Optimization exercise on an open flow, not production practice. RTL: at most simulated, not proved equivalent. Power: default activity.

`design/flow/config.mk`:
```
export PLATFORM = sky130hd
export DESIGN_NAME = tilt_orientation_qualifier_core
export DESIGN_NICKNAME = tilt_orientation_qualifier_core
export VERILOG_FILES = /design/flow/design.v
export SDC_FILE = /design/flow/constraint.sdc
export NUM_CORES = 4
export LEC_CHECK = 0
export CAP_MARGIN = 20
export CORE_MARGIN = 2
export CORE_UTILIZATION = 40
export SLEW_MARGIN = 20
```
`design/flow/constraint.sdc`:
```
create_clock -name core_clock -period 10.5 [get_ports {clk}]
set_input_delay 2.1000 -clock core_clock [delete_from_list [all_inputs] [get_ports {clk}]]
set_output_delay 2.1000 -clock core_clock [all_outputs]
set_load 0.01 [all_outputs]
```
`design/flow/design.v`:
```
package tlt_pkg;
    localparam int SAMPLE_WIDTH = 16;
    localparam int TIME_W       = 32;
    localparam int PROD_W       = SAMPLE_WIDTH + 10;
    localparam int IN_TDATA_W   = ((TIME_W + 2 * SAMPLE_WIDTH + 7) / 8) * 8;
    localparam int IN_PAD_W     = IN_TDATA_W - TIME_W - 2 * SAMPLE_WIDTH;
    localparam int OUT_TDATA_W  = 8;
    localparam logic [1:0] REG_TILT_THRESHOLD = 2'd0;
    localparam logic [1:0] REG_AXIS_MARGIN    = 2'd1;
    localparam logic [1:0] REG_POLL_INTERVAL  = 2'd2;
    localparam logic [1:0] REG_STABLE_TIME    = 2'd3;
    localparam logic [14:0] TILT_THRESHOLD_RST = 15'd4096;
    localparam logic [9:0]  AXIS_MARGIN_RST    = 10'd320;
    localparam logic [15:0] POLL_INTERVAL_RST  = 16'd100;
    localparam logic [15:0] STABLE_TIME_RST    = 16'd300;
    typedef struct packed {
        logic [14:0] tilt_level;
        logic [9:0]  axis_margin_q8;
        logic [15:0] poll_interval_ms;
        logic [15:0] hold_ms;
    } tlt_cfg_t;
    typedef struct packed {
        logic       ambiguous;
        logic [1:0] quadrant;
    } tlt_class_t;
    typedef struct packed {
        logic [1:0] quadrant;
        logic       changed;
    } tlt_result_t;
endpackage
import tlt_pkg::*;
module tlt_carry #(parameter int W = 16)
(
    input  logic [W-1:0] a,
    input  logic [W-1:0] b,
    input  logic         ci,
    output logic         co
);
    logic [W:0] g;
    logic [W:0] p;
    always_comb
    begin
        g = {a & b, ci};
        p = {a | b, 1'b0};
        for (int d = 1; d <= W; d = d * 2)
            for (int i = W; i >= d; i--)
            begin
                g[i] = g[i] | (p[i] & g[i-d]);
                p[i] = p[i] & p[i-d];
            end
        co = g[W];
    end
endmodule
module tlt_inc #(parameter int W = 16)
(
    input  logic [W-1:0] a,
    input  logic         ci,
    output logic [W:0]   y
);
    logic [W:0] c;
    always_comb
    begin
        c = {a, ci};
        for (int d = 1; d <= W; d = d * 2)
            for (int i = W; i >= d; i--)
                c[i] = c[i] & c[i-d];
        for (int i = 0; i < W; i++)
            y[i] = a[i] ^ (i == 0 ? ci : c[i == 0 ? 0 : i]);
        y[W] = c[W];
    end
endmodule
module tlt_csa #(parameter int W = 27)
(
    input  logic [W-1:0] a,
    input  logic [W-1:0] b,
    input  logic [W-1:0] c,
    output logic [W-1:0] s,
    output logic [W-1:0] k
);
    assign s = a ^ b ^ c;
    assign k = {((a[W-2:0] & b[W-2:0]) | (a[W-2:0] & c[W-2:0]) | (b[W-2:0] & c[W-2:0])), 1'b0};
endmodule
module tlt_margin_test
(
    input  logic [14:0] pu,
    input  logic        ps,
    input  logic [14:0] qu,
    input  logic        qs,
    input  logic [9:0]  m,
    output logic        flag
);
    localparam int W = 27;
    logic [W-1:0] r [13];
    logic [W-1:0] a0, a1, a2, a3, a4, a5, a6, a7;
    logic [W-1:0] b0, b1, b2, b3, b4, b5;
    logic [W-1:0] e0, e1, e2, e3;
    logic [W-1:0] g0, g1, h0, h1;
    logic         c_top;
    always_comb
    begin
        for (int i = 0; i < 10; i++)
            r[i] = W'({15{m[i]}} & pu) << i;
        r[10] = ps ? W'(m) : '0;
        r[11] = {{(W-23){1'b1}}, ~qu, 8'd0};
        r[12] = W'({!qs, 8'd0});
    end
    tlt_csa #(W) c0 (r[0], r[1], r[2], a0, a1);
    tlt_csa #(W) c1 (r[3], r[4], r[5], a2, a3);
    tlt_csa #(W) c2 (r[6], r[7], r[8], a4, a5);
    tlt_csa #(W) c3 (r[9], r[10], r[11], a6, a7);
    tlt_csa #(W) c4 (a0, a1, a2, b0, b1);
    tlt_csa #(W) c5 (a3, a4, a5, b2, b3);
    tlt_csa #(W) c6 (a6, a7, r[12], b4, b5);
    tlt_csa #(W) c7 (b0, b1, b2, e0, e1);
    tlt_csa #(W) c8 (b3, b4, b5, e2, e3);
    tlt_csa #(W) c9 (e0, e1, e2, g0, g1);
    tlt_csa #(W) c10 (g0, g1, e3, h0, h1);
    tlt_carry #(W-1) u_top (.a(h0[W-2:0]), .b(h1[W-2:0]), .ci(1'b0), .co(c_top));
    assign flag = h0[W-1] ^ h1[W-1] ^ c_top;
endmodule
module tlt_classify_prep
(
    input  logic signed [SAMPLE_WIDTH-1:0] accel_x,
    input  logic signed [SAMPLE_WIDTH-1:0] accel_y,
    input  logic                           big_m,      
    output logic [SAMPLE_WIDTH-2:0]        pu,
    output logic                           ps,
    output logic [SAMPLE_WIDTH-2:0]        qu,
    output logic                           qs,
    output logic                           sx,
    output logic                           sy,
    output logic                           y_big,      
    output logic                           both_zero
);
    logic [SAMPLE_WIDTH-2:0] ux;
    logic [SAMPLE_WIDTH-2:0] uy;
    logic                    p_is_x;
    assign sx = accel_x[SAMPLE_WIDTH-1];
    assign sy = accel_y[SAMPLE_WIDTH-1];
    assign ux = accel_x[SAMPLE_WIDTH-2:0] ^ {(SAMPLE_WIDTH-1){sx}};
    assign uy = accel_y[SAMPLE_WIDTH-2:0] ^ {(SAMPLE_WIDTH-1){sy}};
    tlt_carry #(SAMPLE_WIDTH-1) u_cmp (.a(uy), .b(~ux), .ci(sy | !sx), .co(y_big));
    assign both_zero = (accel_x == '0) && (accel_y == '0);
    assign p_is_x = (big_m == y_big);
    assign pu = p_is_x ? ux : uy;
    assign ps = p_is_x ? sx : sy;
    assign qu = p_is_x ? uy : ux;
    assign qs = p_is_x ? sy : sx;
endmodule
module tlt_classify
(
    input  logic [SAMPLE_WIDTH-2:0] pu,
    input  logic                    ps,
    input  logic [SAMPLE_WIDTH-2:0] qu,
    input  logic                    qs,
    input  logic                    sx,
    input  logic                    sy,
    input  logic                    y_big,
    input  logic                    both_zero,
    input  tlt_pkg::tlt_cfg_t       cfg,
    output tlt_pkg::tlt_class_t     cls
);
    logic                    big_m;
    logic                    flag;
    logic [SAMPLE_WIDTH-2:0] lu;
    logic                    ls;
    logic [SAMPLE_WIDTH-1:0] lv;
    logic                    not_below;
    logic                    is_y;
    assign big_m = |cfg.axis_margin_q8[9:8];
    tlt_margin_test u_mt (
        .pu   (pu),
        .ps   (ps),
        .qu   (qu),
        .qs   (qs),
        .m    (cfg.axis_margin_q8),
        .flag (flag)
    );
    assign lu = big_m ? qu : pu;
    assign ls = big_m ? qs : ps;
    tlt_inc #(SAMPLE_WIDTH-1) u_inc (.a(lu), .ci(ls), .y(lv));
    tlt_carry #(SAMPLE_WIDTH) u_thr (.a(lv), .b(~{1'b0, cfg.tilt_level}), .ci(1'b1), .co(not_below));
    assign is_y = big_m ? y_big : (y_big || flag);
    always_comb
    begin
        cls.ambiguous = !not_below || (big_m ? !flag : both_zero);
        cls.quadrant  = is_y ? (sy ? 2'd1 : 2'd3) : (sx ? 2'd2 : 2'd0);
    end
endmodule
import tlt_pkg::*;
module tlt_since
(
    input  logic [31:0] now,
    input  logic [31:0] since,
    input  logic [15:0] lim,
    output logic        ok
);
    logic [31:0] ns;
    logic [15:0] nl;
    logic [15:0] s;
    logic [15:0] k;
    logic        b;
    logic        kk;
    logic        ok_lo;
    logic [15:0] x;
    logic [15:0] o;
    logic [15:0] z;
    logic        hi_zero;
    assign ns = ~since;
    assign nl = ~lim;
    tlt_carry #(16) u_b (.a(now[15:0]), .b(ns[15:0]), .ci(1'b1), .co(b));
    assign s = now[15:0] ^ ns[15:0] ^ nl;
    assign k = (now[15:0] & ns[15:0]) | (now[15:0] & nl) | (ns[15:0] & nl);
    tlt_carry #(15) u_kk (.a(s[15:1]), .b(k[14:0]), .ci(1'b1), .co(kk));
    assign ok_lo = b ? (k[15] & kk) : (k[15] | kk);
    assign x = now[31:16] ^ ns[31:16];
    assign o = now[31:16] | ns[31:16];
    always_comb
    begin
        z[0] = x[0] == b;
        for (int i = 1; i < 16; i++)
            z[i] = x[i] == o[i-1];
    end
    assign hi_zero = &z;
    assign ok = !hi_zero || ok_lo;
endmodule
module tlt_qualify
(
    input  logic              clk,
    input  logic              rst_n,
    input  logic              fire,
    input  logic [TIME_W-1:0] now_ms,
    input  logic              sample_ok,
    input  tlt_pkg::tlt_class_t        cls,
    input  tlt_pkg::tlt_cfg_t          cfg,
    output tlt_pkg::tlt_result_t       res
);
    logic [1:0]        committed_reg;
    logic [1:0]        committed_next;
    logic [1:0]        pending_reg;
    logic [1:0]        pending_next;
    logic [TIME_W-1:0] start_reg;
    logic [TIME_W-1:0] last_reg;
    logic              poll_ok;
    logic              hold_ok;
    logic              take;
    logic              set_start;
    logic              changed;
    tlt_since u_poll (.now(now_ms), .since(last_reg),  .lim(cfg.poll_interval_ms), .ok(poll_ok));
    tlt_since u_hold (.now(now_ms), .since(start_reg), .lim(cfg.hold_ms),          .ok(hold_ok));
    assign take = fire && poll_ok;
    always_comb
    begin
        committed_next = committed_reg;
        pending_next   = pending_reg;
        set_start      = 1'b0;
        changed        = 1'b0;
        if (take && sample_ok)
        begin
            if (cls.ambiguous || (cls.quadrant == committed_reg))
            begin
                pending_next = committed_reg;
            end
            else if (cls.quadrant != pending_reg)
            begin
                pending_next = cls.quadrant;
                set_start    = 1'b1;
            end
            else if (hold_ok)
            begin
                committed_next = cls.quadrant;
                changed        = 1'b1;
            end
        end
    end
    assign res.quadrant = committed_next;
    assign res.changed  = changed;
    always_ff @(posedge clk or negedge rst_n)
    begin
        if (!rst_n)
        begin
            committed_reg <= 2'd0;
            pending_reg   <= 2'd0;
        end
        else
        begin
            committed_reg <= committed_next;
            pending_reg   <= pending_next;
        end
    end
    always_ff @(posedge clk or negedge rst_n)
    begin
        if (!rst_n)
            last_reg <= '0;
        else if (take)
            last_reg <= now_ms;
    end
    always_ff @(posedge clk or negedge rst_n)
    begin
        if (!rst_n)
            start_reg <= '0;
        else if (set_start)
            start_reg <= now_ms;
    end
endmodule
import tlt_pkg::*;
module tilt_orientation_qualifier_core
(
    input  logic                   clk,
    input  logic                   rst_n,
    input  logic                   s_tvalid,
    output logic                   s_tready,
    input  logic [IN_TDATA_W-1:0]  s_tdata,    
    input  logic                   s_tuser,    
    output logic                   m_tvalid,
    input  logic                   m_tready,
    output logic [OUT_TDATA_W-1:0] m_tdata,    
    output logic                   m_tuser,    
    input  logic                   psel,
    input  logic                   penable,
    input  logic                   pwrite,
    input  logic [3:0]             paddr,
    input  logic [31:0]            pwdata,
    output logic [31:0]            prdata,
    output logic                   pready
);
    localparam int QD = 4;    
    tlt_pkg::tlt_cfg_t cfg_reg;
    logic [15:0]       rd_reg;
    logic                    v0_reg;
    logic [TIME_W-1:0]       now0_reg;
    logic                    ok0_reg;
    logic [SAMPLE_WIDTH-2:0] pu0_reg;
    logic                    ps0_reg;
    logic [SAMPLE_WIDTH-2:0] qu0_reg;
    logic                    qs0_reg;
    logic                    sx0_reg;
    logic                    sy0_reg;
    logic                    ybig0_reg;
    logic                    zero0_reg;
    logic                    v1_reg;
    logic [TIME_W-1:0]       now1_reg;
    logic                    ok1_reg;
    tlt_pkg::tlt_class_t     cls1_reg;
    logic [QD-1:0]           qv_reg;
    logic [3*QD-1:0]         qd_reg;    
    logic [QD:0]             qv_up;
    logic [3*QD+2:0]         qd_up;
    logic [QD-1:0]           qv_sh;
    logic [3*QD-1:0]         qd_sh;
    logic [QD-1:0]           q_put;
    logic [2:0]              cnt_reg;
    logic                    rdy_reg;
    logic                    accept;
    logic                    pop;
    logic                    cfg_wr;
    logic [SAMPLE_WIDTH-2:0] pu;
    logic                    ps;
    logic [SAMPLE_WIDTH-2:0] qu;
    logic                    qs;
    logic                    sx;
    logic                    sy;
    logic                    y_big;
    logic                    both_zero;
    tlt_pkg::tlt_class_t     cls;
    tlt_pkg::tlt_result_t    res;
    logic [2:0]              cnt_next;
    assign pready = 1'b1;
    assign cfg_wr = psel && penable && pwrite;
    always_ff @(posedge clk or negedge rst_n)
    begin
        if (!rst_n)
        begin
            cfg_reg.tilt_level       <= TILT_THRESHOLD_RST;
            cfg_reg.axis_margin_q8   <= AXIS_MARGIN_RST;
            cfg_reg.poll_interval_ms <= POLL_INTERVAL_RST;
            cfg_reg.hold_ms          <= STABLE_TIME_RST;
        end
        else if (cfg_wr)
        begin
            case (paddr[3:2])
                REG_TILT_THRESHOLD: cfg_reg.tilt_level       <= pwdata[14:0];
                REG_AXIS_MARGIN:    cfg_reg.axis_margin_q8   <= pwdata[9:0];
                REG_POLL_INTERVAL:  cfg_reg.poll_interval_ms <= pwdata[15:0];
                default:            cfg_reg.hold_ms          <= pwdata[15:0];
            endcase
        end
    end
    always_ff @(posedge clk)
    begin
        case (paddr[3:2])
            REG_TILT_THRESHOLD: rd_reg <= 16'(cfg_reg.tilt_level);
            REG_AXIS_MARGIN:    rd_reg <= 16'(cfg_reg.axis_margin_q8);
            REG_POLL_INTERVAL:  rd_reg <= cfg_reg.poll_interval_ms;
            default:            rd_reg <= cfg_reg.hold_ms;
        endcase
    end
    assign prdata = {16'd0, rd_reg};
    assign s_tready = rdy_reg;
    assign accept   = s_tvalid && rdy_reg;
    tlt_classify_prep u_prep (
        .accel_x (s_tdata[TIME_W +: SAMPLE_WIDTH]),
        .accel_y (s_tdata[TIME_W + SAMPLE_WIDTH +: SAMPLE_WIDTH]),
        .big_m     (|cfg_reg.axis_margin_q8[9:8]),
        .pu        (pu),
        .ps        (ps),
        .qu        (qu),
        .qs        (qs),
        .sx        (sx),
        .sy        (sy),
        .y_big     (y_big),
        .both_zero (both_zero)
    );
    always_ff @(posedge clk or negedge rst_n)
    begin
        if (!rst_n)
        begin
            v0_reg <= 1'b0;
            v1_reg <= 1'b0;
        end
        else
        begin
            v0_reg <= accept;
            v1_reg <= v0_reg;
        end
    end
    always_ff @(posedge clk)
    begin
        now0_reg <= s_tdata[TIME_W-1:0];
        ok0_reg  <= s_tuser;
        pu0_reg   <= pu;
        ps0_reg   <= ps;
        qu0_reg   <= qu;
        qs0_reg   <= qs;
        sx0_reg   <= sx;
        sy0_reg   <= sy;
        ybig0_reg <= y_big;
        zero0_reg <= both_zero;
    end
    tlt_classify u_classify (
        .pu        (pu0_reg),
        .ps        (ps0_reg),
        .qu        (qu0_reg),
        .qs        (qs0_reg),
        .sx        (sx0_reg),
        .sy        (sy0_reg),
        .y_big     (ybig0_reg),
        .both_zero (zero0_reg),
        .cfg       (cfg_reg),
        .cls    (cls)
    );
    always_ff @(posedge clk)
    begin
        now1_reg <= now0_reg;
        ok1_reg  <= ok0_reg;
        cls1_reg <= cls;
    end
    tlt_qualify u_qualify (
        .clk       (clk),
        .rst_n     (rst_n),
        .fire      (v1_reg),
        .now_ms    (now1_reg),
        .sample_ok (ok1_reg),
        .cls       (cls1_reg),
        .cfg       (cfg_reg),
        .res       (res)
    );
    assign pop = qv_reg[0] && m_tready;
    always_comb
    begin
        qv_up  = {1'b0, qv_reg};
        qd_up  = {3'b000, qd_reg};
        qv_sh  = pop ? qv_up[QD:1] : qv_reg;
        qd_sh  = pop ? qd_up[3*QD+2:3] : qd_reg;
        for (int i = 0; i < QD; i++)
            q_put[i] = v1_reg && !qv_sh[i] && (i == 0 || qv_sh[i == 0 ? 0 : i - 1]);
    end
    always_ff @(posedge clk or negedge rst_n)
    begin
        if (!rst_n)
            qv_reg <= '0;
        else
            qv_reg <= qv_sh | q_put;
    end
    always_ff @(posedge clk)
    begin
        for (int i = 0; i < QD; i++)
            qd_reg[3*i +: 3] <= q_put[i] ? {res.changed, res.quadrant} : qd_sh[3*i +: 3];
    end
    assign cnt_next = cnt_reg + 3'(accept) - 3'(pop);
    always_ff @(posedge clk or negedge rst_n)
    begin
        if (!rst_n)
        begin
            cnt_reg <= '0;
            rdy_reg <= 1'b0;
        end
        else
        begin
            cnt_reg <= cnt_next;
            rdy_reg <= (cnt_next < 3'(QD));
        end
    end
    assign m_tvalid = qv_reg[0];
    assign m_tdata  = {(OUT_TDATA_W - 2)'(0), qd_reg[1:0]};
    assign m_tuser  = qd_reg[2];
endmodule
```
`design/flow/run.sh`:
```
#!/bin/bash
# synth_recipe.tcl (not shown) runs the flow's synth.tcl, then flattens the netlist and writes it again
# the make line also repeats each setting of config.mk as NAME=value (left out here)
make -C /OpenROAD-flow-scripts/flow DESIGN_CONFIG=/design/flow/config.mk WORK_HOME=/design/flow/orfs CLKGATE_MAP_FILE= SYNTH_SCRIPT=/design/flow/synth_recipe.tcl finish
```
==> results.cfg, run 1 <==
[route]
routedWlPerCell_um = 17.7
first_iter_violations = 682
top_layer_used = met5
vias = 13200
drc = 0
wl_met1_mm = 21.1
ant_nets = 0
dr_wl_met3_mm = 2.24
vias_per_cell = 5.10
drt-total-wl_mm = 45.7
dr_wl_met2_mm = 21.0
dr.pass1.iters = 5

[clocking]
clkTransAtPathRegs_ns = 0.07
cts.sinks = 268
cts_tree = done
max-clock-path-buffers = 3
holdBufCountCts = 0
cts_root_buffer = clkbuf_16
cts_resized = 0
clk_latency_ns = 0.57
cts_made_buffers = 29
cts_setup_buffers = 0
h-tree-depth = 1

[power]
leakage_nw = 9.75
ir_worst_vdd_mv = 0.373
cellPowerDensity_nw_per_um2 = 340

[synth]
ys_ff_latch = 268
avgSynthCellArea_um2 = 10.3
synth-compound-area-share_pct = 9.22
synth_xor_area_share_pct = 4.06
synthSimpleGateAreaFrac_pct = 11.2
synth.distinct_cells = 85
synth_common_cells = inv_1 (270), fa_1 (158), ha_1 (156)
synth_most_common_cell = inv_1
synth_ff_type = dfrtp_1
synth_top_family_by_area = adder cells
async_flop_share_pct = 50.4
yosysWarnings = 11
synth_fa_ha_area_share_pct = 27.3
syn-instance-count = 1864
seq_area_frac_synth_pct = 32.1
synthesis.area_um2 = 19200
synth-edff-count = 12
synth.area.mux_share_pct = 8.14
synthTopCellsByArea = fa_1 (16%), dfrtp_1 (16%), dfxtp_1 (13%), ha_1 (10%), inv_1 (5.3%)
synth_top_area_cell = fa_1
synth_top_area_share_pct = 16.5

[global_routing]
grt_first_pass_wirelength_mm = 74.3
grt_max_degree = 84
track_usage_pct = 18.9
grt_antenna_before_repair = 5
grt.overflow.total = 0
first_global_vias = 13800

[timing]
post-route-period-util_pct = 54.9
grt_setup_unrepaired = no
worstMarginPinSlew_ns = 1.14
final-hold-violation-count = 0
max-slew-margin-rel_pct = 23.8
skew_ns = 0.0159
setup_viol = 0
slew_viol_final = 0
fmax_mhz = 173
layout_min_cycle_time_ns = 5.77
tns_ns = 0

[worst_setup_path]
max_stage_delay_ns = 0.86
cpMostUsedCell = fa_1
critPathCaptureType = flip-flop
crit_fanout = 17
required_ns = 10.96
crit_chain = nand2_1 > fa_1 > fa_1 > fa_1 > fa_1 > fa_1 > a22oi_1 > o21ai_0 > a21oi_1 > o31ai_1 > maj3_1 > o2111ai_1 > xor2_1 > a21o_1 > o211ai_1
crit_start = cfg_reg[32]
reg2regPathDepth = 15
crit_cells = 15
critPathTopFamily = adder cells
r2r-start = cfg_reg[32]
worst-path-buf-inv = 0
worstPathArrival_ns = 6.23
cp_slowest_cell = dfrtp_1
start_kind = flip-flop
path_class = reg -> reg

[place]
place.gp.congestion = 0.869
port_buffers = 110
hpwl_mm = 35.0
dp.cells = 2526

[run]
drv_cap = 0

[layout]
syn_to_final_growth_pct = 13.2
drive_gt1_share_pct = 7.89
largest_reg_flops = 57
fin_cells = 2581
fin_nets = 2364

[run_status]
status = complete, no violations

[floorplanning]
dieArea_um2 = 49800
rows = 80
die_y_um = 223
core_um2 = 47500
pin_count = 152
start_util_pct = 40.4
die_w_um = 223

[min_path]
min_from = now0_reg[30]
hold_depth = 0
hold_path_class = reg -> reg
[final timing paths]
| check | end | slack, ns |
|---|---|---|
| setup / recovery | cls1_reg[2] | 4.73 |
| hold / removal | now1_reg[30] | 0.32 |
| setup reg to reg | cls1_reg[2] | 4.73 |
| hold reg to reg | now1_reg[30] | 0.32 |
| max in group asynchronous | u_qualify.last_reg[25] | 7.67 |
| min in group asynchronous | u_qualify.last_reg[11] | 1.59 |
[worst reg2reg max path, delay by kind of cell, from the launching register on]
family          cells  cell delay [ns]
fa+ha+maj           6             3.02
simple gates        1             0.20
compound gates      7             1.20
flops               1             0.86
xor+xnor            1             0.38
[layout by cell type, fill, tap and decap left out, types with 60 or more instances in the layout]
cell type	n
fa_1	158
dfrtp_1	125
dfxtp_1	121
nand2_1	150
inv_1	270
and2_1	114
o21ai_0	72
xnor2_1	60
clkdlybuf4s50_1	109
ha_1	156
[area by class of cell]
class | instances | area (um2)
antenna | 1 | 2.50
sequential | 268 | 6170
inverter | 270 | 1010
clock inverter | 17 | 171
multi-input combinational | 1250 | 11600
timing repair buffer | 123 | 1200
fill | 4414 | 25800
tap | 615 | 769
clock buffer | 37 | 797
[cells by family after synthesis]
kind of cell,after synthesis
DFF,268
xor gates and xnor gates,89
other,2
AOI/OAI and AO/OA,265
adders and majority gates,327
muxes,134
and+or+nand+nor,412
buffers and inverters,367
[report_power, final]
part | switching, mW | internal, mW
clock | 0.447 | 0.595
sequential | 0.359 | 1.34
combinational | 2.46 | 2.18
total | 3.27 | 4.12
[per-stage QoR]
step | setup WS (ns) | total power, mW | area (um2) | hold slack [ns] | util [%]
final | 4.73 | 7.39 | 21800 | 0.324 | 45.8
after detailed placement | 4.63 | 6.38 | 20800 | 0.312 | 43.7
after global placement | 4.69 | 6.26 | 20800 | 0.310 | 43.7
after floorplan | 5.21 | 5.20 | 19300 | 0.310 | -
after CTS | 4.73 | 7.48 | 21800 | 0.326 | 45.8
after global routing | 4.39 | 8.21 | 21800 | 0.329 | 45.8
[layer usage]
layer	vias to the layer above	track usage, %
met2	269	31.0
met3	88	3.11
met4	10	5.72
li1	6278	-
met5	-	0
met1	6526	25.9
Testbench counts, summed over its fixed seeds: cycles 16,024, items 16,000.
==> inputs of run 2 (changes only) <==
--- a/design/flow/design.v
+++ b/design/flow/design.v
@@ -6,4 +6,6 @@
     localparam int IN_PAD_W     = IN_TDATA_W - TIME_W - 2 * SAMPLE_WIDTH;
     localparam int OUT_TDATA_W  = 8;
+    localparam int MT_W         = 27;
+    localparam int MT_NG        = (MT_W - 1 + 3) / 4;
     localparam logic [1:0] REG_TILT_THRESHOLD = 2'd0;
     localparam logic [1:0] REG_AXIS_MARGIN    = 2'd1;
@@ -81,14 +83,16 @@
     assign k = {((a[W-2:0] & b[W-2:0]) | (a[W-2:0] & c[W-2:0]) | (b[W-2:0] & c[W-2:0])), 1'b0};
 endmodule
-module tlt_margin_test
+module tlt_margin_tree
 (
-    input  logic [14:0] pu,
-    input  logic        ps,
-    input  logic [14:0] qu,
-    input  logic        qs,
-    input  logic [9:0]  m,
-    output logic        flag
+    input  logic [14:0]       pu,
+    input  logic              ps,
+    input  logic [14:0]       qu,
+    input  logic              qs,
+    input  logic [9:0]        m,
+    output logic [MT_NG-1:0]  grp_g,
+    output logic [MT_NG-1:0]  grp_p,
+    output logic              top_x
 );
-    localparam int W = 27;
+    localparam int W = MT_W;
     logic [W-1:0] r [13];
     logic [W-1:0] a0, a1, a2, a3, a4, a5, a6, a7;
@@ -96,5 +100,6 @@
     logic [W-1:0] e0, e1, e2, e3;
     logic [W-1:0] g0, g1, h0, h1;
-    logic         c_top;
+    logic [4*MT_NG-1:0] bg;
+    logic [4*MT_NG-1:0] bp;
     always_comb
     begin
@@ -116,6 +121,25 @@
     tlt_csa #(W) c9 (e0, e1, e2, g0, g1);
     tlt_csa #(W) c10 (g0, g1, e3, h0, h1);
-    tlt_carry #(W-1) u_top (.a(h0[W-2:0]), .b(h1[W-2:0]), .ci(1'b0), .co(c_top));
-    assign flag = h0[W-1] ^ h1[W-1] ^ c_top;
+    assign bg = {h0[W-2:0] & h1[W-2:0], {(4*MT_NG-W+1){1'b0}}};
+    assign bp = {h0[W-2:0] | h1[W-2:0], {(4*MT_NG-W+1){1'b0}}};
+    for (genvar j = 0; j < MT_NG; j++)
+    begin : g_grp
+        assign grp_g[j] = bg[4*j+3] | (bp[4*j+3] & bg[4*j+2])
+                        | (bp[4*j+3] & bp[4*j+2] & bg[4*j+1])
+                        | (bp[4*j+3] & bp[4*j+2] & bp[4*j+1] & bg[4*j]);
+        assign grp_p[j] = &bp[4*j +: 4];
+    end
+    assign top_x = h0[W-1] ^ h1[W-1];
+endmodule
+module tlt_margin_sign
+(
+    input  logic [MT_NG-1:0] grp_g,
+    input  logic [MT_NG-1:0] grp_p,
+    input  logic             top_x,
+    output logic             flag
+);
+    logic c_top;
+    tlt_carry #(MT_NG) u_top (.a(grp_g), .b(grp_g | grp_p), .ci(1'b0), .co(c_top));
+    assign flag = top_x ^ c_top;
 endmodule
 module tlt_classify_prep
@@ -159,21 +183,27 @@
     input  logic                    both_zero,
     input  tlt_pkg::tlt_cfg_t       cfg,
-    output tlt_pkg::tlt_class_t     cls
+    output logic [MT_NG-1:0]        grp_g,
+    output logic [MT_NG-1:0]        grp_p,
+    output logic                    top_x,
+    output tlt_pkg::tlt_class_t     cls0,      
+    output tlt_pkg::tlt_class_t     cls1       
 );
     logic                    big_m;
-    logic                    flag;
     logic [SAMPLE_WIDTH-2:0] lu;
     logic                    ls;
     logic [SAMPLE_WIDTH-1:0] lv;
     logic                    not_below;
-    logic                    is_y;
+    logic [1:0]              quad_x;
+    logic [1:0]              quad_y;
     assign big_m = |cfg.axis_margin_q8[9:8];
-    tlt_margin_test u_mt (
-        .pu   (pu),
-        .ps   (ps),
-        .qu   (qu),
-        .qs   (qs),
-        .m    (cfg.axis_margin_q8),
-        .flag (flag)
+    tlt_margin_tree u_mt (
+        .pu    (pu),
+        .ps    (ps),
+        .qu    (qu),
+        .qs    (qs),
+        .m     (cfg.axis_margin_q8),
+        .grp_g (grp_g),
+        .grp_p (grp_p),
+        .top_x (top_x)
     );
     assign lu = big_m ? qu : pu;
@@ -181,9 +211,12 @@
     tlt_inc #(SAMPLE_WIDTH-1) u_inc (.a(lu), .ci(ls), .y(lv));
     tlt_carry #(SAMPLE_WIDTH) u_thr (.a(lv), .b(~{1'b0, cfg.tilt_level}), .ci(1'b1), .co(not_below));
-    assign is_y = big_m ? y_big : (y_big || flag);
+    assign quad_y = sy ? 2'd1 : 2'd3;
+    assign quad_x = sx ? 2'd2 : 2'd0;
     always_comb
     begin
-        cls.ambiguous = !not_below || (big_m ? !flag : both_zero);
-        cls.quadrant  = is_y ? (sy ? 2'd1 : 2'd3) : (sx ? 2'd2 : 2'd0);
+        cls0.ambiguous = !not_below || big_m || both_zero;
+        cls0.quadrant  = y_big ? quad_y : quad_x;
+        cls1.ambiguous = !not_below || (!big_m && both_zero);
+        cls1.quadrant  = (y_big || !big_m) ? quad_y : quad_x;
     end
 endmodule
@@ -342,5 +375,9 @@
     logic [TIME_W-1:0]       now1_reg;
     logic                    ok1_reg;
-    tlt_pkg::tlt_class_t     cls1_reg;
+    logic [MT_NG-1:0]        grp_g1_reg;
+    logic [MT_NG-1:0]        grp_p1_reg;
+    logic                    top_x1_reg;
+    tlt_pkg::tlt_class_t     cls0_1_reg;
+    tlt_pkg::tlt_class_t     cls1_1_reg;
     logic [QD-1:0]           qv_reg;
     logic [3*QD-1:0]         qd_reg;    
@@ -363,4 +400,10 @@
     logic                    y_big;
     logic                    both_zero;
+    logic [MT_NG-1:0]        grp_g;
+    logic [MT_NG-1:0]        grp_p;
+    logic                    top_x;
+    tlt_pkg::tlt_class_t     cls0;
+    tlt_pkg::tlt_class_t     cls1;
+    logic                    flag;
     tlt_pkg::tlt_class_t     cls;
     tlt_pkg::tlt_result_t    res;
@@ -448,5 +491,9 @@
         .both_zero (zero0_reg),
         .cfg       (cfg_reg),
-        .cls    (cls)
+        .grp_g     (grp_g),
+        .grp_p     (grp_p),
+        .top_x     (top_x),
+        .cls0      (cls0),
+        .cls1      (cls1)
     );
     always_ff @(posedge clk)
@@ -454,6 +501,17 @@
         now1_reg <= now0_reg;
         ok1_reg  <= ok0_reg;
-        cls1_reg <= cls;
-    end
+        grp_g1_reg <= grp_g;
+        grp_p1_reg <= grp_p;
+        top_x1_reg <= top_x;
+        cls0_1_reg <= cls0;
+        cls1_1_reg <= cls1;
+    end
+    tlt_margin_sign u_sign (
+        .grp_g (grp_g1_reg),
+        .grp_p (grp_p1_reg),
+        .top_x (top_x1_reg),
+        .flag  (flag)
+    );
+    assign cls = flag ? cls1_1_reg : cls0_1_reg;
     tlt_qualify u_qualify (
         .clk       (clk),
@@ -462,5 +520,5 @@
         .now_ms    (now1_reg),
         .sample_ok (ok1_reg),
-        .cls       (cls1_reg),
+        .cls       (cls),
         .cfg       (cfg_reg),
         .res       (res)
--- a/design/flow/config.mk
+++ b/design/flow/config.mk
@@ -9,3 +9,4 @@
 export CORE_MARGIN = 2
 export CORE_UTILIZATION = 40
+export SETUP_SLACK_MARGIN = 5
 export SLEW_MARGIN = 20
==> run 2 against run 1 <==
Net effect: critical path depth fell by 1; register-to-register slack improved by 0.99 ns; sequential share of layout area rose by 0.79 points; non-clock buffer count fell by 2; wire length fell by 5.5%; core utilization rose by 0.54 points; still clean on timing, DRC and antenna; worst hold slack improved by 0.0011 ns.
==> results.cfg, run 2 <==
[floorplanning]
pin_count = 152
die_w_um = 225
core_um2 = 47900
rows = 80
die_y_um = 225
start_util_pct = 40.6
dieArea_um2 = 50500

[route]
routedWlPerCell_um = 16.6
dr.pass1.iters = 5
drt-total-wl_mm = 43.2
ant_nets = 0
vias_per_cell = 4.99
first_iter_violations = 540
drc = 0
vias = 12900

[worst_setup_path]
r2r-start = cfg_reg[40]
regToRegEndpoint = grp_g1_reg[4]
worstPathArrival_ns = 5.64
crit_fanout = 32
required_ns = 10.95
start_kind = input pin
critPathCaptureType = flip-flop
reg2regPathDepth = 12
path_class = in -> reg
r2r_setup_slack_ns = 5.72

[power]
power_mw = 7.49
leakage_nw = 9.81
cellPowerDensity_nw_per_um2 = 338
ir_worst_vdd_mv = 0.320

[min_path]
min_from = now0_reg[15]
min_to = now1_reg[15]
hold_depth = 0
hold_path_class = reg -> reg

[synth]
syn-instance-count = 1875
synthTopCellsByArea = fa_1 (16%), dfrtp_1 (16%), dfxtp_1 (14%), ha_1 (10%), mux2_2 (6.1%)
synth_most_common_cell = inv_1
yosysWarnings = 11
ys_ff_latch = 283
seq_area_frac_synth_pct = 33.2
synthesis.area_um2 = 19500
synth-edff-count = 12
synth_ff_type = dfxtp_1
synth.distinct_cells = 75
avgSynthCellArea_um2 = 10.4
synth_common_cells = inv_1 (271), nand2_1 (162), fa_1 (158)
async_flop_share_pct = 47.7
synth_top_area_cell = fa_1
synth_top_area_share_pct = 16.2

[timing]
slew_viol_final = 0
holdWs_ns = 0.325
setup_viol = 0
post-route-period-util_pct = 49.5
max-slew-margin-rel_pct = 38.7
layout_min_cycle_time_ns = 5.19
tns_ns = 0
fmax_mhz = 193
skew_ns = 0.0100
final-hold-violation-count = 0
grt_setup_unrepaired = no
worstMarginPinSlew_ns = 0.916

[global_routing]
track_usage_pct = 17.8
grt.overflow.total = 0
grt_antenna_before_repair = 2
grt_max_degree = 71
first_global_vias = 13700
grt_first_pass_wirelength_mm = 71.9

[place]
port_buffers = 110
place.gp.congestion = 0.875
hpwl_mm = 34.2

[clocking]
cts_root_buffer = clkbuf_16
h-tree-depth = 1
cts_setup_buffers = 0
cts.sinks = 283
cts_tree = done
max-clock-path-buffers = 3
holdBufCountCts = 0
cts_resized = 0
cts_made_buffers = 30
clkTransAtPathRegs_ns = 0.06
clk_latency_ns = 0.56

[layout]
syn_to_final_growth_pct = 13.9
largest_reg_flops = 57
final_common_cell = inv_1
diodes = 0
fin_util_pct = 46.3
final_cell_mix = inv_1 (271), nand2_1 (162), fa_1 (158)
fin_nets = 2378
drive_gt1_share_pct = 11.0

[run_status]
status = complete, no violations

[run]
drv_cap = 0
run 2: cell count changes after synthesis, moves of 6 or more:
cell | previous run | this run
mux2_2 | 52 | 105
mux2i_1 | 58 | 42
dfxtp_1 | 121 | 136
o21ai_0 | 72 | 85
and2_1 | 114 | 102
mux2_1 | 12 | 0
nand2_1 | 150 | 162
nor3_1 | 9 | 21
o22ai_1 | 19 | 10
xnor2_1 | 61 | 54
o21a_1 | 1 | 7
run 2: stage by stage:
step / cell area (um2) / setup slack [ns] / instances
after detailed placement: 21100 / 4.79 / 2538
after CTS: 22200 / 5.37 / 2594
after global routing: 22200 / 5.10 / 2595
after global placement: 21100 / 4.83 / 2538
after floorplan: 19600 / 5.75 / 1896
final: 22200 / 5.31 / 2595
run 2: metal layers:
metal | part of all wire [%] | vias up | GRT usage (%) | wire length, um
met4 | 2.5 | 0 | 4.89 | 1070
met3 | 3.8 | 68 | 1.92 | 1660
met1 | 44 | 6392 | 23.2 | 19000
met5 | 0 | - | 0 | 0
li1 | - | 6241 | - | -
met2 | 50 | 248 | 31.6 | 21400
run 2: worst max path at each step:
stage           startpoint             to  slack [ns]  depth (start not counted)
2_1_floorplan  cfg_reg[40]  grp_g1_reg[3]        5.75                         18
3_3_place_gp   s_tdata[47]    qu0_reg[14]        4.83                         14
3_5_place_dp   s_tdata[63]    qu0_reg[14]        4.79                         14
4_1_cts        s_tdata[63]    qu0_reg[14]        5.37                         14
5_1_grt        s_tdata[63]    qu0_reg[14]        5.10                         14
6_report       s_tdata[63]    pu0_reg[14]        5.31                         14
run 2: report_power, final:
part           leakage [nW]  switching, mW  internal (mW)
clock network         0.562          0.453          0.702
registers              2.88          0.360           1.44
logic                  6.37           2.42           2.12
run 2: worst max-delay path, stage by stage:
cell and delay [ns]:
clkdlybuf4s50_1 0.46, buf_4 0.35, xnor2_1 0.26, nor2b_1 0.08, a21oi_1 0.18, o221ai_1 0.15
a41oi_1 0.22, o41ai_1 0.10, nand3b_1 0.20, a211oi_1 0.31, o22ai_1 0.20, xnor2_2 0.17
buf_4 0.45, mux2_2 0.39
run 2: layout make-up:
class	count	area, um2
Clock inverter	15	158
Inverter	271	1020
Sequential cell	283	6470
Timing Repair Buffer	121	1200
Fill cell	4424	25700
Clock buffer	41	970
Multi-Input combinational cell	1249	11600
Tap cell	615	769
run 2: logic make-up after synthesis:
kind of cell,after synthesis,share of synthesized area (%)
compound gates,239,7.88
xor+xnor,84,3.78
fa+ha+maj,332,27.2
buf+inv,364,7.71
flops,283,33.2
mux,158,9.46
other cells,2,0.0385
simple gates,413,10.7
Testbench counts of run 2, summed over its fixed seeds: cycles 16,024, items 16,000.
==> inputs of run 3 (changes only) <==
--- a/design/flow/config.mk
+++ b/design/flow/config.mk
@@ -9,4 +9,3 @@
 export CORE_MARGIN = 2
 export CORE_UTILIZATION = 40
-export SETUP_SLACK_MARGIN = 5
 export SLEW_MARGIN = 20
==> run 3 against run 2 <==
Net effect: clock-buffer cell count did not move; critical path type unchanged; die area is the same; highest routed layer unchanged; via count unchanged.
==> results.cfg, run 3 <==
[clocking]
holdBufCountCts = 0
clkTransAtPathRegs_ns = 0.06
h-tree-depth = 1
max-clock-path-buffers = 3
cts.sinks = 283
clk_latency_ns = 0.56
cts_root_buffer = clkbuf_16
cts_setup_buffers = 0
cts_resized = 0
cts_made_buffers = 30
cts_tree = done

[global_routing]
grt_first_pass_wirelength_mm = 71.9
grt_max_degree = 71
track_usage_pct = 17.8
grt.overflow.total = 0
first_global_vias = 13700
grt_antenna_before_repair = 2

[run]
drv_cap = 0

[power]
leakage_nw = 9.81
ir_worst_vdd_mv = 0.320
cellPowerDensity_nw_per_um2 = 338
power_mw = 7.49

[route]
dr.pass1.iters = 5
routedWlPerCell_um = 16.6
drc = 0
first_iter_violations = 540
vias = 12900
vias_per_cell = 4.99
drt-total-wl_mm = 43.2
ant_nets = 0

[layout]
multi_input_area_um2 = 11600
syn_to_final_growth_pct = 13.9
register_area_um2 = 6470
final_common_cell = inv_1
fin_util_pct = 46.3
fin_nets = 2378
largest_reg_flops = 57
final_cell_mix = inv_1 (271), nand2_1 (162), fa_1 (158)
fin_cells = 2595
diodes = 0
fill_cells = 4424
drive_gt1_share_pct = 11.0

[floorplanning]
dieArea_um2 = 50500
pin_count = 152
die_y_um = 225
rows = 80
die_w_um = 225
start_util_pct = 40.6
core_um2 = 47900

[timing]
tns_ns = 0
max-slew-margin-rel_pct = 38.7
setup_viol = 0
skew_ns = 0.0100
worstMarginPinSlew_ns = 0.916
layout_min_cycle_time_ns = 5.19
grt_setup_unrepaired = no
post-route-period-util_pct = 49.5
final-hold-violation-count = 0
fmax_mhz = 193
slew_viol_final = 0

[min_path]
hold_path_class = reg -> reg

[place]
place.gp.congestion = 0.875
port_buffers = 110
hpwl_mm = 34.2
dp.cells = 2538

[worst_setup_path]
worstPathArrival_ns = 5.64
critPathCaptureType = flip-flop
start_kind = input pin
path_class = in -> reg
required_ns = 10.95
crit_fanout = 32

[synth]
synthTopCellsByArea = fa_1 (16%), dfrtp_1 (16%), dfxtp_1 (14%), ha_1 (10%), mux2_2 (6.1%)
synth_ff_type = dfxtp_1
synth_most_common_cell = inv_1
synth-edff-count = 12
seq_area_frac_synth_pct = 33.2
synth_common_cells = inv_1 (271), nand2_1 (162), fa_1 (158)
synthesis.area_um2 = 19500
ys_ff_latch = 283
synth_top_area_cell = fa_1
synth.distinct_cells = 75
async_flop_share_pct = 47.7
yosysWarnings = 11
synth_top_area_share_pct = 16.2
avgSynthCellArea_um2 = 10.4
syn-instance-count = 1875

[run_status]
status = complete, no violations
run 3: where the power goes:
group          switching (mW)  total [mW]  internal, mW
sequential              0.360        1.80          1.44
clock                   0.453        1.15         0.702
combinational            2.42        4.54          2.12
run 3: path summary, 6_finish.rpt:
path                         startpoint                      to  slack (ns)  depth (start not counted)
hold reg to reg            now0_reg[15]            now1_reg[15]        0.33                          0
setup reg to reg            cfg_reg[40]           grp_g1_reg[4]        5.72                         12
min in group asynchronous         rst_n  u_qualify.last_reg[16]        1.53                          1
max in group asynchronous         rst_n             cfg_reg[47]        7.68                          2
setup / recovery            s_tdata[63]             pu0_reg[14]        5.31                         14
hold / removal             now0_reg[15]            now1_reg[15]        0.33                          0
run 3: layer usage:
layer	up-vias	global-route usage, %	wire length [um]
met5	-	0	0
met4	0	4.89	1070
met3	68	1.92	1660
met2	248	31.6	21400
met1	6392	23.2	19000
li1	6241	-	-
run 3: critical path, cell delays in order:
cell             delay, ns
clkdlybuf4s50_1       0.46
buf_4                 0.35
xnor2_1               0.26
nor2b_1               0.08
a21oi_1               0.18
o221ai_1              0.15
a41oi_1               0.22
o41ai_1               0.10
nand3b_1              0.20
a211oi_1              0.31
o22ai_1               0.20
xnor2_2               0.17
buf_4                 0.45
mux2_2                0.39
run 3: logic make-up after synthesis:
group | count (synthesis) | share of synthesized area, %
compound gates | 239 | 7.88
xor+xnor | 84 | 3.78
fa+ha+maj | 332 | 27.2
buf+inv | 364 | 7.71
flops | 283 | 33.2
mux | 158 | 9.46
other cells | 2 | 0.0385
simple gates | 413 | 10.7
run 3: per-stage QoR:
step / cell area [um2] / setup WS [ns] / hold slack (ns)
floorplan: 19600 / 5.75 / 0.310
global placement: 21100 / 4.83 / 0.310
detailed placement: 21100 / 4.79 / 0.312
CTS: 22200 / 5.37 / 0.326
global route: 22200 / 5.10 / 0.329
finish: 22200 / 5.31 / 0.325
run 3: final cells by class:
class                           instances  area share [%]
Clock inverter                         15           0.710
Inverter                              271            4.58
Multi-Input combinational cell       1249            52.3
Tap cell                              615            3.47
Sequential cell                       283            29.2
Clock buffer                           41            4.37
Timing Repair Buffer                  121            5.39
==> inputs of run 4 (changes only) <==
==> design/flow/flow/run.sh (new file) <==
#!/bin/bash
# Standard layout, with timing repair aimed 6 ns below the clock period.
set -euo pipefail
bash standard.sh SETUP_SLACK_MARGIN=6 finish > standard_flow.log 2>&1
==> design/flow/standard.sh (new file) <==
#!/bin/bash
# synth_recipe.tcl (not shown) runs the flow's synth.tcl, then flattens the netlist and writes it again
# the make line also repeats each setting of config.mk as NAME=value (left out here)
make -C /OpenROAD-flow-scripts/flow DESIGN_CONFIG=/design/flow/config.mk WORK_HOME=/design/flow/orfs CLKGATE_MAP_FILE= SYNTH_SCRIPT=/design/flow/synth_recipe.tcl "${@:-finish}"
removed: design/flow/run.sh
==> run 4 against run 3 <==
Net effect: wire length grew 5.1%; sequential cell count is the same; global-route usage grew 0.74 points; worst hold slack lost 0.0033 ns.
==> results.cfg, run 4 <==
[power]
ir_worst_vdd_mv = 0.326
leakage_nw = 10.2
cellPowerDensity_nw_per_um2 = 349

[worst_setup_path]
critPathCaptureType = flip-flop
max_stage_delay_ns = 0.60
crit_chain = buf_6 > buf_4 > and2_4 > fa_2 > inv_2 > fa_2 > fa_1 > fa_1 > fa_1 > inv_1 > nand2_1 > maj3_2 > maj3_2 > a21oi_2
cpMostUsedCell = fa_1
start_kind = flip-flop
reg2regPathDepth = 14
required_ns = 10.96
r2r-start = cfg_reg[35]
path_class = reg -> reg
regToRegEndpoint = grp_g1_reg[4]
r2r_setup_slack_ns = 6.07
crit_fanout = 4
worstPathArrival_ns = 4.88
cp_slowest_cell = fa_1

[route]
ant_nets = 0
drt-total-wl_mm = 45.4
vias = 13300
dr.pass1.iters = 5
drc = 0
vias_per_cell = 5.03
routedWlPerCell_um = 17.2
first_iter_violations = 520

[run]
drv_cap = 0

[timing]
layout_min_cycle_time_ns = 4.43
setup_viol = 0
slew_viol_final = 0
fmax_mhz = 226
final-hold-violation-count = 0
tns_ns = 0
grt_setup_unrepaired = yes
post-route-period-util_pct = 42.2
worstMarginPinSlew_ns = 0.920
max-slew-margin-rel_pct = 38.4
holdWs_ns = 0.322
skew_ns = 0.0318

[synth]
ys_ff_latch = 283
syn-instance-count = 1875
synth_common_cells = inv_1 (271), nand2_1 (162), fa_1 (158)
synth_top_area_share_pct = 16.2
avgSynthCellArea_um2 = 10.4
synthTopCellsByArea = fa_1 (16%), dfrtp_1 (16%), dfxtp_1 (14%), ha_1 (10%), mux2_2 (6.1%)
seq_area_frac_synth_pct = 33.2
synth_most_common_cell = inv_1
synthesis.area_um2 = 19500
synth.distinct_cells = 75
synth_ff_type = dfxtp_1
async_flop_share_pct = 47.7
synth_top_area_cell = fa_1
synth-edff-count = 12
yosysWarnings = 11

[global_routing]
first_global_vias = 13800
grt.overflow.total = 0
track_usage_pct = 18.6
grt_first_pass_wirelength_mm = 73.6
grt_antenna_before_repair = 2
grt_max_degree = 71

[place]
port_buffers = 110
dp.cells = 2537
hpwl_mm = 34.1
place.gp.congestion = 0.873

[layout]
fill_cells = 4351
drive_gt1_share_pct = 16.0
syn_to_final_growth_pct = 17.6
final_cell_mix = inv_1 (263), nand2_1 (159), ha_1 (153)
largest_reg_flops = 57
fin_cells = 2634
fin_util_pct = 47.8
final_common_cell = inv_1
fin_nets = 2417

[run_status]
status = complete, no violations

[floorplanning]
die_w_um = 225
start_util_pct = 40.6
dieArea_um2 = 50500
pin_count = 152
rows = 80
core_um2 = 47900
die_y_um = 225

[clocking]
h-tree-depth = 2
cts_tree = done
cts.sinks = 283
cts_root_buffer = clkbuf_16
clkTransAtPathRegs_ns = 0.06
clk_latency_ns = 0.54
max-clock-path-buffers = 3
holdBufCountCts = 0
cts_made_buffers = 34

[min_path]
min_to = now1_reg[23]
hold_path_class = reg -> reg
min_from = now0_reg[23]
hold_depth = 0
[run 4: cell counts after synthesis]
No cell type changed its count.
[run 4: critical path, delay by kind of cell (launching register included)]
family,cells,cell delay (ns)
fa+ha+maj,7,3.06
flops,1,0.49
buf+inv,4,0.39
simple gates,2,0.20
compound gates,1,0.18
[run 4: timing repair]
item                       CTS  global route
gates cloned                 3             1
resized for setup           50            64
setup endpoints to repair   36            36
pin swaps                   11            52
buffers inserted            18            14
[run 4: report_power, final]
group	internal, mW	switching, mW	total (mW)
clock	0.688	0.470	1.16
combinational	2.43	2.62	5.04
sequential	1.45	0.348	1.80
[run 4: kinds of logic (layout without fill, tap and decap cells)]
group	after synthesis	count (layout)	synth area share, %
adders and majority gates	332	332	27.2
DFF	283	283	33.2
other	2	24	0.0385
buffers and inverters	364	486	7.71
AOI/OAI and AO/OA	239	239	7.88
xor gates and xnor gates	84	84	3.78
and+or+nand+nor	413	413	10.7
muxes	158	158	9.46
[run 4: worst max path at each step]
| stage | from | end | slack (ns) | cells past startpoint |
|---|---|---|---|---|
| finish | cfg_reg[35] | grp_g1_reg[4] | 6.07 | 14 |
| detailed placement | s_tdata[47] | pu0_reg[14] | 4.82 | 14 |
| global route | cfg_reg[35] | grp_g1_reg[4] | 5.98 | 14 |
| floorplan | cfg_reg[40] | grp_g1_reg[3] | 6.01 | 18 |
| global placement | s_tdata[47] | pu0_reg[14] | 4.84 | 14 |
| CTS | cfg_reg[38] | grp_g1_reg[3] | 6.00 | 15 |
[run 4: stage by stage]
step | power (mW) | cell area (um2) | setup slack (ns)
finish | 7.99 | 22900 | 6.07
global placement | 6.26 | 21000 | 4.84
detailed placement | 6.41 | 21000 | 4.82
CTS | 7.76 | 22600 | 6.00
global route | 8.82 | 22900 | 5.98
floorplan | 5.18 | 19600 | 6.01
[run 4: per-layer routing]
layer / part of all wire [%] / up-vias / wire (um) / track usage, %
met4: 3.0 / 2 / 1370 / 6.37
met1: 44 / 6602 / 20100 / 24.3
met2: 48 / 245 / 22000 / 31.2
met3: 4.1 / 79 / 1860 / 3.17
li1: - / 6329 / - / -
met5: 0.026 / - / 12 / 0
[run 4: final cells by class]
cell class | instances | area (um2) | share of cell area [%]
Tap cell | 615 | 769 | 3.36
Clock buffer | 48 | 985 | 4.30
Timing Repair Buffer | 156 | 1690 | 7.36
Sequential cell | 283 | 6520 | 28.4
Antenna cell | 1 | 2.50 | 0.0109
Multi-Input combinational cell | 1249 | 11800 | 51.5
Clock inverter | 11 | 133 | 0.579
Inverter | 271 | 1020 | 4.44
==> inputs of run 5 (changes only) <==
==> design/flow/flow/run.sh (replaced) <==
#!/bin/bash
# Standard layout, with timing repair aimed 7 ns below the clock period.
set -euo pipefail
bash standard.sh SETUP_SLACK_MARGIN=7 finish > standard_flow.log 2>&1
==> run 5 against run 4 <==
Net effect: non-clock buffer count up 45; clock skew shrank 0.017 ns; worst hold slack worse by 0.0015 ns; combinational power grew 4.4%; via count is 1.4% higher; sequential power is essentially flat; register-to-register slack better by 0.21 ns; synthesized cell count unchanged; critical endpoint unchanged.
==> results.cfg, run 5 <==
[run_status]
status = complete, no violations

[floorplanning]
die_w_um = 225
core_um2 = 47900
die_y_um = 225
dieArea_um2 = 50500
start_util_pct = 40.6
rows = 80
pin_count = 152

[worst_setup_path]
required_ns = 11.00
start_kind = flip-flop
reg2regPathDepth = 14
worstPathArrival_ns = 4.72
crit_fanout = 4
critPathCaptureType = flip-flop
path_class = reg -> reg

[synth]
synthesis.area_um2 = 19500
synth_most_common_cell = inv_1
synth-edff-count = 12
synth.distinct_cells = 75
avgSynthCellArea_um2 = 10.4
async_flop_share_pct = 47.7
yosysWarnings = 11
synth_top_area_cell = fa_1
synthTopCellsByArea = fa_1 (16%), dfrtp_1 (16%), dfxtp_1 (14%), ha_1 (10%), mux2_2 (6.1%)
seq_area_frac_synth_pct = 33.2
syn-instance-count = 1875
synth_top_area_share_pct = 16.2
ys_ff_latch = 283
synth_common_cells = inv_1 (271), nand2_1 (162), fa_1 (158)
synth_ff_type = dfxtp_1

[clocking]
cts_made_buffers = 31
cts.sinks = 283
clk_latency_ns = 0.57
cts_root_buffer = clkbuf_16
max-clock-path-buffers = 3
cts_tree = done
h-tree-depth = 1
clkTransAtPathRegs_ns = 0.06

[power]
ir_worst_vdd_mv = 0.366
cellPowerDensity_nw_per_um2 = 348
leakage_nw = 10.5

[place]
hpwl_mm = 34.1
detailed_place.area_um2 = 21200
port_buffers = 110
place.gp.congestion = 0.889

[timing]
skew_ns = 0.0152
post-route-period-util_pct = 40.2
final-hold-violation-count = 0
max-slew-margin-rel_pct = 47.1
worstMarginPinSlew_ns = 0.793
fmax_mhz = 237
setup_viol = 0
layout_min_cycle_time_ns = 4.22
holdWs_ns = 0.321
slew_viol_final = 0
grt_setup_unrepaired = yes
tns_ns = 0

[global_routing]
grt_max_degree = 74
first_global_vias = 14200
grt.overflow.total = 0
grt_antenna_before_repair = 0
track_usage_pct = 19.4
grt_first_pass_wirelength_mm = 76.9

[layout]
design_area_um2 = 23800
fin_util_pct = 49.7
syn_to_final_growth_pct = 22.4
final_common_cell = inv_1
final_cell_mix = inv_1 (252), nand2_1 (154), ha_1 (146)
fill_cells = 4269
drive_gt1_share_pct = 22.5
fin_nets = 2459
largest_reg_flops = 57

[route]
drc = 0
vias = 13400
dr.pass1.iters = 6
ant_nets = 0
drt-total-wl_mm = 48.0
routedWlPerCell_um = 17.9
vias_per_cell = 5.02
first_iter_violations = 552

[min_path]
hold_path_class = reg -> reg
hold_depth = 0

[run]
drv_cap = 0
run 5: cell counts after synthesis:
No cell type changed its count.
run 5: critical path: stages, from the launching register on:
cell and delay (ns):
dfstp_4 0.65, buf_12 0.13, nand2_1 0.08, fa_1 0.55, inv_1 0.05, fa_2 0.52
inv_2 0.04, fa_2 0.46, fa_2 0.36, fa_1 0.48, inv_1 0.08, nand2_1 0.06
maj3_2 0.29, maj3_2 0.30, a21oi_2 0.12
run 5: cells by family (layout without fill, tap and decap cells):
group / after synthesis / count (layout) / synth area share [%]
XOR/XNOR: 84 / 84 / 3.78
other: 2 / 24 / 0.0385
flip-flops: 283 / 283 / 33.2
buffers and inverters: 364 / 529 / 7.71
AND/OR/NAND/NOR: 413 / 413 / 10.7
multiplexers: 158 / 158 / 9.46
adder cells (fa/ha/maj): 332 / 332 / 27.2
AO/OA/AOI/OAI: 239 / 239 / 7.88
run 5: worst paths after layout:
kind | startpoint | end | slack [ns]
setup / recovery | cfg_reg[38] | grp_g1_reg[4] | 6.28
hold / removal | now0_reg[18] | now1_reg[18] | 0.32
setup reg to reg | cfg_reg[38] | grp_g1_reg[4] | 6.28
hold reg to reg | now0_reg[18] | now1_reg[18] | 0.32
max in group asynchronous | rst_n | cfg_reg[39] | 7.58
min in group asynchronous | rst_n | u_qualify.last_reg[29] | 1.57
run 5: timing repair:
action | 4_1_cts | 5_1_grt
pin swaps | 72 | 39
buffers inserted | 60 | 14
resized for setup | 218 | 60
setup endpoints to repair | 177 | 145
gates cloned | 4 | 2
hold endpoints to repair | 0 | 0
hold buffers | 0 | 0
run 5: stage by stage:
step	setup slack (ns)	total power, mW	cells
after global placement	4.80	6.41	2539
after detailed placement	4.75	6.50	2539
after floorplan	6.22	5.30	1896
final	6.28	8.29	2677
after global routing	6.12	9.16	2676
after CTS	6.28	8.28	2660
run 5: cell type report:
| type | count | area, um2 | share of cell area (%) |
|---|---|---|---|
| antenna | 1 | 2.50 | 0.0105 |
| sequential | 283 | 6570 | 27.5 |
| clock inverter | 13 | 206 | 0.866 |
| clock buffer | 44 | 1000 | 4.20 |
| inverter | 271 | 1020 | 4.29 |
| multi-input combinational | 1249 | 12200 | 51.3 |
| timing repair buffer | 201 | 2040 | 8.54 |
| tap | 615 | 769 | 3.23 |
run 5: per-layer routing:
metal / routed length [um] / track usage (%) / up-vias / part of all wire, %
li1: - / - / 6409 / -
met1: 20700 / 25.4 / 6672 / 43
met2: 23700 / 33.8 / 290 / 49
met3: 2350 / 2.44 / 66 / 4.9
met4: 1220 / 5.36 / 0 / 2.5
met5: 0 / 0 / - / 0
run 5: power breakdown:
part,internal (mW),switching (mW)
Clock,0.788,0.456
Sequential,1.45,0.339
Combinational,2.53,2.73
==> inputs of run 6 (changes only) <==
--- a/design/flow/design.v
+++ b/design/flow/design.v
@@ -7,5 +7,5 @@
     localparam int OUT_TDATA_W  = 8;
     localparam int MT_W         = 27;
-    localparam int MT_NG        = (MT_W - 1 + 3) / 4;
+    localparam int MT_NG        = 1 + (MT_W - 1 - 8) / 2;
     localparam logic [1:0] REG_TILT_THRESHOLD = 2'd0;
     localparam logic [1:0] REG_AXIS_MARGIN    = 2'd1;
@@ -100,6 +100,6 @@
     logic [W-1:0] e0, e1, e2, e3;
     logic [W-1:0] g0, g1, h0, h1;
-    logic [4*MT_NG-1:0] bg;
-    logic [4*MT_NG-1:0] bp;
+    logic [W-2:0] bg;
+    logic [W-2:0] bp;
     always_comb
     begin
@@ -121,12 +121,12 @@
     tlt_csa #(W) c9 (e0, e1, e2, g0, g1);
     tlt_csa #(W) c10 (g0, g1, e3, h0, h1);
-    assign bg = {h0[W-2:0] & h1[W-2:0], {(4*MT_NG-W+1){1'b0}}};
-    assign bp = {h0[W-2:0] | h1[W-2:0], {(4*MT_NG-W+1){1'b0}}};
-    for (genvar j = 0; j < MT_NG; j++)
+    assign bg = h0[W-2:0] & h1[W-2:0];
+    assign bp = h0[W-2:0] | h1[W-2:0];
+    tlt_carry #(8) u_low (.a(h0[7:0]), .b(h1[7:0]), .ci(1'b0), .co(grp_g[0]));
+    assign grp_p[0] = 1'b0;
+    for (genvar j = 1; j < MT_NG; j++)
     begin : g_grp
-        assign grp_g[j] = bg[4*j+3] | (bp[4*j+3] & bg[4*j+2])
-                        | (bp[4*j+3] & bp[4*j+2] & bg[4*j+1])
-                        | (bp[4*j+3] & bp[4*j+2] & bp[4*j+1] & bg[4*j]);
-        assign grp_p[j] = &bp[4*j +: 4];
+        assign grp_g[j] = bg[2*j+7] | (bp[2*j+7] & bg[2*j+6]);
+        assign grp_p[j] = bp[2*j+7] & bp[2*j+6];
     end
     assign top_x = h0[W-1] ^ h1[W-1];
@@ -159,5 +159,8 @@
     logic [SAMPLE_WIDTH-2:0] ux;
     logic [SAMPLE_WIDTH-2:0] uy;
-    logic                    p_is_x;
+    logic [SAMPLE_WIDTH-2:0] fu;
+    logic                    fs;
+    logic [SAMPLE_WIDTH-2:0] su;
+    logic                    ss;
     assign sx = accel_x[SAMPLE_WIDTH-1];
     assign sy = accel_y[SAMPLE_WIDTH-1];
@@ -166,9 +169,12 @@
     tlt_carry #(SAMPLE_WIDTH-1) u_cmp (.a(uy), .b(~ux), .ci(sy | !sx), .co(y_big));
     assign both_zero = (accel_x == '0) && (accel_y == '0);
-    assign p_is_x = (big_m == y_big);
-    assign pu = p_is_x ? ux : uy;
-    assign ps = p_is_x ? sx : sy;
-    assign qu = p_is_x ? uy : ux;
-    assign qs = p_is_x ? sy : sx;
+    assign fu = big_m ? ux : uy;
+    assign fs = big_m ? sx : sy;
+    assign su = big_m ? uy : ux;
+    assign ss = big_m ? sy : sx;
+    assign pu = y_big ? fu : su;
+    assign ps = y_big ? fs : ss;
+    assign qu = y_big ? su : fu;
+    assign qs = y_big ? ss : fs;
 endmodule
 module tlt_classify
@@ -262,10 +268,11 @@
     input  logic              clk,
     input  logic              rst_n,
-    input  logic              fire,
-    input  logic [TIME_W-1:0] now_ms,
-    input  logic              sample_ok,
-    input  tlt_pkg::tlt_class_t        cls,
+    input  logic              fire,         
+    input  logic [TIME_W-1:0] now_ms,       
+    input  logic              fire_q,       
+    input  logic              sample_ok,    
+    input  tlt_pkg::tlt_class_t        cls,          
     input  tlt_pkg::tlt_cfg_t          cfg,
-    output tlt_pkg::tlt_result_t       res
+    output tlt_pkg::tlt_result_t       res           
 );
     logic [1:0]        committed_reg;
@@ -275,4 +282,5 @@
     logic [TIME_W-1:0] start_reg;
     logic [TIME_W-1:0] last_reg;
+    logic              take_reg;
     logic              poll_ok;
     logic              hold_ok;
@@ -280,7 +288,18 @@
     logic              set_start;
     logic              changed;
-    tlt_since u_poll (.now(now_ms), .since(last_reg),  .lim(cfg.poll_interval_ms), .ok(poll_ok));
-    tlt_since u_hold (.now(now_ms), .since(start_reg), .lim(cfg.hold_ms),          .ok(hold_ok));
+    tlt_since u_poll (.now(now_ms), .since(last_reg), .lim(cfg.poll_interval_ms), .ok(poll_ok));
     assign take = fire && poll_ok;
+    always_ff @(posedge clk or negedge rst_n)
+    begin
+        if (!rst_n)
+            last_reg <= '0;
+        else if (take)
+            last_reg <= now_ms;
+    end
+    always_ff @(posedge clk)
+    begin
+        take_reg <= take;
+    end
+    tlt_since u_hold (.now(last_reg), .since(start_reg), .lim(cfg.hold_ms), .ok(hold_ok));
     always_comb
     begin
@@ -289,5 +308,5 @@
         set_start      = 1'b0;
         changed        = 1'b0;
-        if (take && sample_ok)
+        if (fire_q && take_reg && sample_ok)
         begin
             if (cls.ambiguous || (cls.quadrant == committed_reg))
@@ -325,14 +344,7 @@
     begin
         if (!rst_n)
-            last_reg <= '0;
-        else if (take)
-            last_reg <= now_ms;
-    end
-    always_ff @(posedge clk or negedge rst_n)
-    begin
-        if (!rst_n)
             start_reg <= '0;
         else if (set_start)
-            start_reg <= now_ms;
+            start_reg <= last_reg;
     end
 endmodule
@@ -373,5 +385,4 @@
     logic                    zero0_reg;
     logic                    v1_reg;
-    logic [TIME_W-1:0]       now1_reg;
     logic                    ok1_reg;
     logic [MT_NG-1:0]        grp_g1_reg;
@@ -499,5 +510,4 @@
     always_ff @(posedge clk)
     begin
-        now1_reg <= now0_reg;
         ok1_reg  <= ok0_reg;
         grp_g1_reg <= grp_g;
@@ -517,6 +527,7 @@
         .clk       (clk),
         .rst_n     (rst_n),
-        .fire      (v1_reg),
-        .now_ms    (now1_reg),
+        .fire      (v0_reg),
+        .now_ms    (now0_reg),
+        .fire_q    (v1_reg),
         .sample_ok (ok1_reg),
         .cls       (cls),
==> run 6 against run 5 <==
Net effect: still clean on timing, DRC and antenna; worst hold slack better by 0.0064 ns; core utilization grew 0.76 points; worst setup slack better by 0.14 ns; register-to-register slack better by 0.14 ns; power rose by 1.4%; die area fell by 0.13%; global-route usage is 1.0 points higher; clock power down 15%; clock-buffer cell count fell by 3; critical path depth decreased by 2; sequential cell count down 23; design area grew 1.3%; critical path type unchanged; largest cell class unchanged; largest power group unchanged.
==> results.cfg, run 6 <==
[floorplanning]
die_y_um = 225
pin_count = 152
core_um2 = 47800
rows = 80
die_w_um = 225

[clocking]
cts_made_buffers = 30
h-tree-depth = 1
clk_latency_ns = 0.58
cts_root_buffer = clkbuf_16
holdBufCountCts = 0

[synth]
avgSynthCellArea_um2 = 10.1
async_flop_share_pct = 51.9
synth-edff-count = 12
synth_top_area_cell = fa_1
synth_most_common_cell = inv_1
seq_area_frac_synth_pct = 30.9
yosysWarnings = 12
syn-instance-count = 1929
synth_common_cells = inv_1 (292), fa_1 (158), ha_1 (156)
synthTopCellsByArea = fa_1 (16%), dfrtp_1 (16%), dfxtp_1 (12%), ha_1 (10%), inv_1 (5.6%)
synth.distinct_cells = 75

[route]
drc = 0
ant_nets = 0
vias_per_cell = 5.18
dr.pass1.iters = 6
drt-total-wl_mm = 51.0
first_iter_violations = 849
routedWlPerCell_um = 18.6

[layout]
fill_cells = 4298
drive_gt1_share_pct = 22.7
syn_to_final_growth_pct = 24.1
multi_input_area_um2 = 12900
final_cell_mix = inv_1 (276), ha_1 (150), nand2_1 (133)
fin_util_pct = 50.5
register_area_um2 = 6050
final_common_cell = inv_1

[worst_setup_path]
cp_slowest_cell = fa_1
r2r_setup_slack_ns = 6.42
r2r-start = cfg_reg[32]
crit_chain = nand2_2 > fa_1 > inv_1 > fa_1 > ha_1 > ha_1 > ha_1 > maj3_2 > maj3_2 > maj3_2 > maj3_2 > maj3_2
critPathCaptureType = flip-flop
regToRegEndpoint = grp_g1_reg[0]
crit_fanout = 6
path_class = reg -> reg
reg2regPathDepth = 12
worstPathArrival_ns = 4.55
cpMostUsedCell = maj3_2
start_kind = flip-flop

[timing]
max-slew-margin-rel_pct = 41.1
worstMarginPinSlew_ns = 0.883
slew_viol_final = 0
tns_ns = 0
final-hold-violation-count = 0
grt_setup_unrepaired = yes
post-route-period-util_pct = 38.9
skew_ns = 0.0142

[place]
port_buffers = 110
place.gp.congestion = 0.908
hpwl_mm = 35.7

[min_path]
hold_path_class = reg -> reg
hold_depth = 0
min_to = ok1_reg

[global_routing]
track_usage_pct = 20.4
grt.overflow.total = 0
grt_first_pass_wirelength_mm = 80.6
grt_antenna_before_repair = 4
first_global_vias = 15000

[power]
leakage_nw = 10.9
cellPowerDensity_nw_per_um2 = 348

[run_status]
status = complete, no violations

[run]
drv_cap = 0
run 6: critical path: cells and delay by family, from the launching register on:
family                   cells  cell delay (ns)
flip-flops                   1             0.51
buffers and inverters        1             0.05
adder cells (fa/ha/maj)     10             3.33
AND/OR/NAND/NOR              1             0.08
run 6: timing repair:
| item | 4_1_cts | 5_1_grt |
|---|---|---|
| endpoints found under the setup margin | 151 | 111 |
| setup buffers | 51 | 38 |
| pin swaps | 74 | 62 |
| hold endpoints to repair | 0 | 0 |
| gates resized for setup | 246 | 104 |
| cloned | 9 | 0 |
run 6: final cells by class:
class | count | area share (%)
inverters | 292 | 4.55
repair buffers | 220 | 9.58
well taps | 615 | 3.19
diodes | 4 | 0.0414
clock inverters | 15 | 0.637
multi-input cells | 1300 | 53.4
flip-flops and latches | 260 | 25.1
clock buffers | 41 | 3.53
run 6: worst max path at each step:
| stage | start | to | slack (ns) | depth (start not counted) |
|---|---|---|---|---|
| global placement | s_tdata[47] | qs0_reg | 4.77 | 11 |
| global route | cfg_reg[35] | grp_g1_reg[0] | 6.28 | 13 |
| finish | cfg_reg[32] | grp_g1_reg[0] | 6.42 | 12 |
| detailed placement | s_tdata[47] | qu0_reg[8] | 4.80 | 11 |
| CTS | cfg_reg[32] | grp_g1_reg[0] | 6.43 | 12 |
| floorplan | s_tdata[63] | qu0_reg[1] | 6.32 | 13 |
run 6: per-stage QoR:
| stage | worst slack [ns] | cell area (um2) | instances | total power [mW] |
|---|---|---|---|---|
| after detailed placement | 4.80 | 21200 | 2588 | 6.59 |
| final | 6.42 | 24200 | 2747 | 8.41 |
| after floorplan | 6.32 | 19900 | 1950 | 5.44 |
| after global placement | 4.77 | 21200 | 2588 | 6.42 |
| after global routing | 6.28 | 24200 | 2744 | 9.29 |
| after CTS | 6.43 | 23400 | 2704 | 8.01 |
run 6: layer usage:
metal / vias up / share of wire (%) / track usage, %
met3: 105 / 5.9 / 4.57
met5: - / 0.022 / 0
li1: 6663 / - / -
met1: 7110 / 42 / 25.7
met2: 352 / 48 / 34.3
met4: 2 / 4.0 / 7.63
run 6: kinds of logic (layout without fill, tap and decap cells):
logic type / after synthesis / in the layout / synth area share [%]
other: 2 / 27 / 0.0386
adders and majority gates: 328 / 328 / 27.0
xor gates and xnor gates: 90 / 90 / 4.05
AOI/OAI and AO/OA: 234 / 234 / 8.02
and+or+nand+nor: 469 / 472 / 12.7
muxes: 153 / 153 / 8.96
buffers and inverters: 393 / 568 / 8.30
DFF: 260 / 260 / 30.9
run 6: where the power goes:
group	switching (mW)	total (mW)	internal, mW
logic	2.88	5.61	2.72
registers	0.365	1.75	1.38
clock network	0.433	1.05	0.618
total	3.68	8.41	4.72
Testbench counts of run 6, summed over its fixed seeds: cycles 16,024, items 16,000.
